This design comes from an exercise in tuning for small area, a short achievable clock period and few clock cycles on the open sky130 flow, not from production work. Function was checked by simulation only, so behaviour that the tests miss may differ from the original. Power figures rest on the tool's default switching activity, not on a simulated workload.

==> flow/design.v (excerpt) <==
module cursor_text_buffer_editor_core #(
    parameter int BUFFER_BYTES = 256
) (
    input  logic                           clk,
    input  logic                           rst_n,
    input  logic                           in_valid,
    output logic                           in_ready,
    input  logic [ctbe_pkg::ACTION_W-1:0]  action,
    input  logic [ctbe_pkg::COUNT_W-1:0]   count,
    input  logic [ctbe_pkg::BYTE_W-1:0]    value,
    input  logic [ctbe_pkg::PEEK_W-1:0]    peek_index,
    output logic                           out_valid,
    input  logic                           out_ready,
    output logic [ctbe_pkg::CURSOR_W-1:0]  cursor,
    output logic [ctbe_pkg::BYTE_W-1:0]    peek_byte,
    output logic                           error
);
    logic stall;
    logic       v0;
    logic       up0, dn0, ins0, del0, swp0, rd0, bad0;
    logic [7:0] c0, x0;
    logic [7:0] p0;
    always_ff @(posedge clk or negedge rst_n)
    begin
        if (!rst_n)
        begin
            v0 <= 1'b0;
        end
  ...
Size: roughly 2300 flip-flops, roughly 55 I/O pins, ~0.091 mm² of cells after synthesis.
export LEC_CHECK = 0
export CAP_MARGIN = 20
export CORE_MARGIN = 2
export CORE_UTILIZATION = 40
export SETUP_SLACK_MARGIN = 5
export SLEW_MARGIN = 60
export SYNTH_HIERARCHICAL = 1
create_clock -name core_clock -period 10.0 [get_ports {clk}]
run.sh (not shown) runs the stock make flow with config.mk's settings and CLKGATE_MAP_FILE= SYNTH_SCRIPT=/design/flow/synth_recipe.tcl, a recipe that flattens the netlist after the stock synthesis.
The baseline produced a clean layout.
Testbench counts at the start, summed over its fixed seeds: cycles 4,032.
Rerun with:
Settings changed: CTS_CLUSTER_DIAMETER set to 100, CTS_CLUSTER_SIZE set to 30.
Effect: The new run finished with timing, DRC and antenna clean; die area is unchanged; combinational power stays flat; global-route usage goes down by 0.40 points; synthesized area does not change; routed wire length shrinks by 1.4%; register-to-register slack loses 70 ps; critical path depth stays the same; setup slack gains 83 ps; power falls by 10%.

Another version of the RTL of cursor_text_buffer_editor_core (not shown whole).
Size in the first run: roughly 5,100 cells after synthesis, ~55 I/O pins, about 91,000 µm² of cells after synthesis.
Settings: LEC_CHECK=0, CAP_MARGIN=20, CORE_MARGIN=2, CORE_UTILIZATION=50, CTS_CLUSTER_DIAMETER=100, CTS_CLUSTER_SIZE=30, SETUP_SLACK_MARGIN=5, SLEW_MARGIN=60, SYNTH_HIERARCHICAL=1; clock period 10.0 ns.
standard.sh (not shown) runs the stock make flow with config.mk's settings and CLKGATE_MAP_FILE= SYNTH_SCRIPT=/design/flow/synth_recipe.tcl, a recipe that flattens the netlist after the stock synthesis.
==> flow/flow/run.sh <==
#!/bin/bash
# The standard layout (the standard.sh: standard synthesis, floorplan, placement, CTS,
# routing), except that the input and output ports are buffered with
# sky130_fd_sc_hd__buf_2 instead of the cell buffer_ports picks on its own
# (sky130_fd_sc_hd__clkdlybuf4s50_1, a delay buffer). Every port still gets one buffer.
# The whole output of the flow (make, yosys, openroad) goes to standard.log here; ORFS's
# per-step logs stay under orfs/logs/.
set -uo pipefail
export BUFFER_PORTS_ARGS="-buffer_cell sky130_fd_sc_hd__buf_2"
bash standard.sh > standard.log 2>&1
rc=$?
tail -n 40 standard.log
exit $rc
Testbench counts at the start, summed over its fixed seeds: cycles 4,032.
==> next run, changes <==
--- a/flow/config.mk
+++ b/flow/config.mk
@@ -9,6 +9,6 @@
 export CORE_MARGIN = 2
 export CORE_UTILIZATION = 50
-export CTS_CLUSTER_DIAMETER = 100
-export CTS_CLUSTER_SIZE = 30
+export CTS_CLUSTER_DIAMETER = 80
+export CTS_CLUSTER_SIZE = 24
 export SETUP_SLACK_MARGIN = 5
 export SLEW_MARGIN = 60
=>
- The new run finished clean
- via count grows by about 1.3%
- count of clock-buffer cells in the layout climbs by 32
- cell area is higher by 0.99%
- synthesized area is unchanged
- die area stays the same
- sequential share of layout area shrinks by 0.70 points
- power goes up by about 2.6%
- wire length stays flat
- worst setup slack gets better by 9.8 ps

Another version of the RTL of cursor_text_buffer_editor_core (not shown whole).
For scale: about 5100 cells after synthesis, about 55 I/O pins, roughly 92000 um2 of cells after synthesis.
// cursor_text_buffer_editor_core
module cursor_text_buffer_editor_core #(
    parameter int BUFFER_BYTES = 256
) (
    input  logic                           clk,
    input  logic                           rst_n,
    input  logic                           in_valid,
    output logic                           in_ready,
    input  logic [ctbe_pkg::ACTION_W-1:0]  action,
    input  logic [ctbe_pkg::COUNT_W-1:0]   count,
    input  logic [ctbe_pkg::BYTE_W-1:0]    value,
    input  logic [ctbe_pkg::PEEK_W-1:0]    peek_index,
    output logic                           out_valid,
    input  logic                           out_ready,
    output logic [ctbe_pkg::CURSOR_W-1:0]  cursor,
    output logic [ctbe_pkg::BYTE_W-1:0]    peek_byte,
    output logic                           error
);
    logic stall;
    logic       v0;
    logic       up0, dn0, ins0, del0, swp0, rd0, bad0;
    logic [7:0] c0, x0;
    logic [7:0] p0;
    always_ff @(posedge clk or negedge rst_n)
    begin
        if (!rst_n)
        begin
            v0 <= 1'b0;
        end
        else if (!stall)
        begin
            v0 <= in_valid && in_ready;
        end
    end
    always_ff @(posedge clk)
    begin
        if (!stall)
        begin
            up0  <= (action == ACT_INSERT) || (action == ACT_ADVANCE);
            dn0  <= (action == ACT_DELETE) || (action == ACT_BACKUP);
            ins0 <= (action == ACT_INSERT);
            del0 <= (action == ACT_DELETE);
            swp0 <= (action == ACT_SWAP);
            rd0  <= (action == ACT_READ) && (peek_index[9:8] == 2'b00);
            bad0 <= (action == ACT_READ) && (peek_index[9:8] != 2'b00);
            c0   <= count;
  ...
clock: 10.0 ns
lec_check: 0
cap_margin: 20
core_margin: 2
core_utilization: 60
cts_cluster_diameter: 80
cts_cluster_size: 24
setup_slack_margin: 5
slew_margin: 40
synth_hierarchical: 1
Scripts as last shown in full above: flow/flow/run.sh
Testbench counts at the start, summed over its fixed seeds: cycles 4,032.
==> next run, changes <==
- CORE_UTILIZATION: 60 -> 50
- SLEW_MARGIN: 40 -> 60
Global-route usage went down by 4.6 points.
Core utilization went down by 10 points.
Worst hold slack barely changes.
Via count went up by 0.76%.
==> next run, changes <==
- CORE_UTILIZATION: 50 -> 60
The new run completed without violations.
Design area falls by 0.33%.
Count of clock-buffer cells in the layout goes up by 25.
Synthesized cell count stays the same.
Setup slack improves by 0.038 ns.
Total power stays flat.
Global-route usage grows by 4.5 points.
Via count goes down by about 0.37%.
Non-clock buffer count increases by 3.
Die area falls by 17%.

## separate check: timing with driven ports
The flow's constraints put no driver on any port. The routed layouts listed below were extracted and timed again, unchanged, in two steps. Step 1 sets driving cells, clkbuf_16 on the clock port and buf_2 on the other inputs (assumed; they add their load-dependent delay and slew). Step 2 times the ports against the registers' clock, not the clock port: input delays grow and output delays shrink by t, the midpoint of the rising clock arrivals with the driver on. Three values: ideal, step 1, step 2; two values: the first two.
run | t, ns | setup WS [ns] | clock arrival spread, ns | pins driven straight from the clock port
the first run of note 1 | 0.933 | 5.968 / 5.883 / 6.354 | 0.047 / 0.048 | 1
the second run of note 1 | 0.839 | 6.051 / 5.967 / 6.360 | 0.039 / 0.039 | 1
the first run of note 2 | 0.837 | 6.299 / 6.299 / 6.299 | 0.043 / 0.044 | 1
the second run of note 2 | 0.853 | 6.309 / 6.309 / 6.309 | 0.047 / 0.047 | 1
the first run of note 3 | 0.849 | 6.628 / 6.545 / 6.690 | 0.029 / 0.029 | 1
the second run of note 3 | 0.855 | 6.615 / 6.537 / 6.796 | 0.035 / 0.035 | 1
the third run of note 3 | 0.843 | 6.653 / 6.568 / 6.797 | 0.030 / 0.030 | 1
After both steps setup and hold are still met in every run listed.
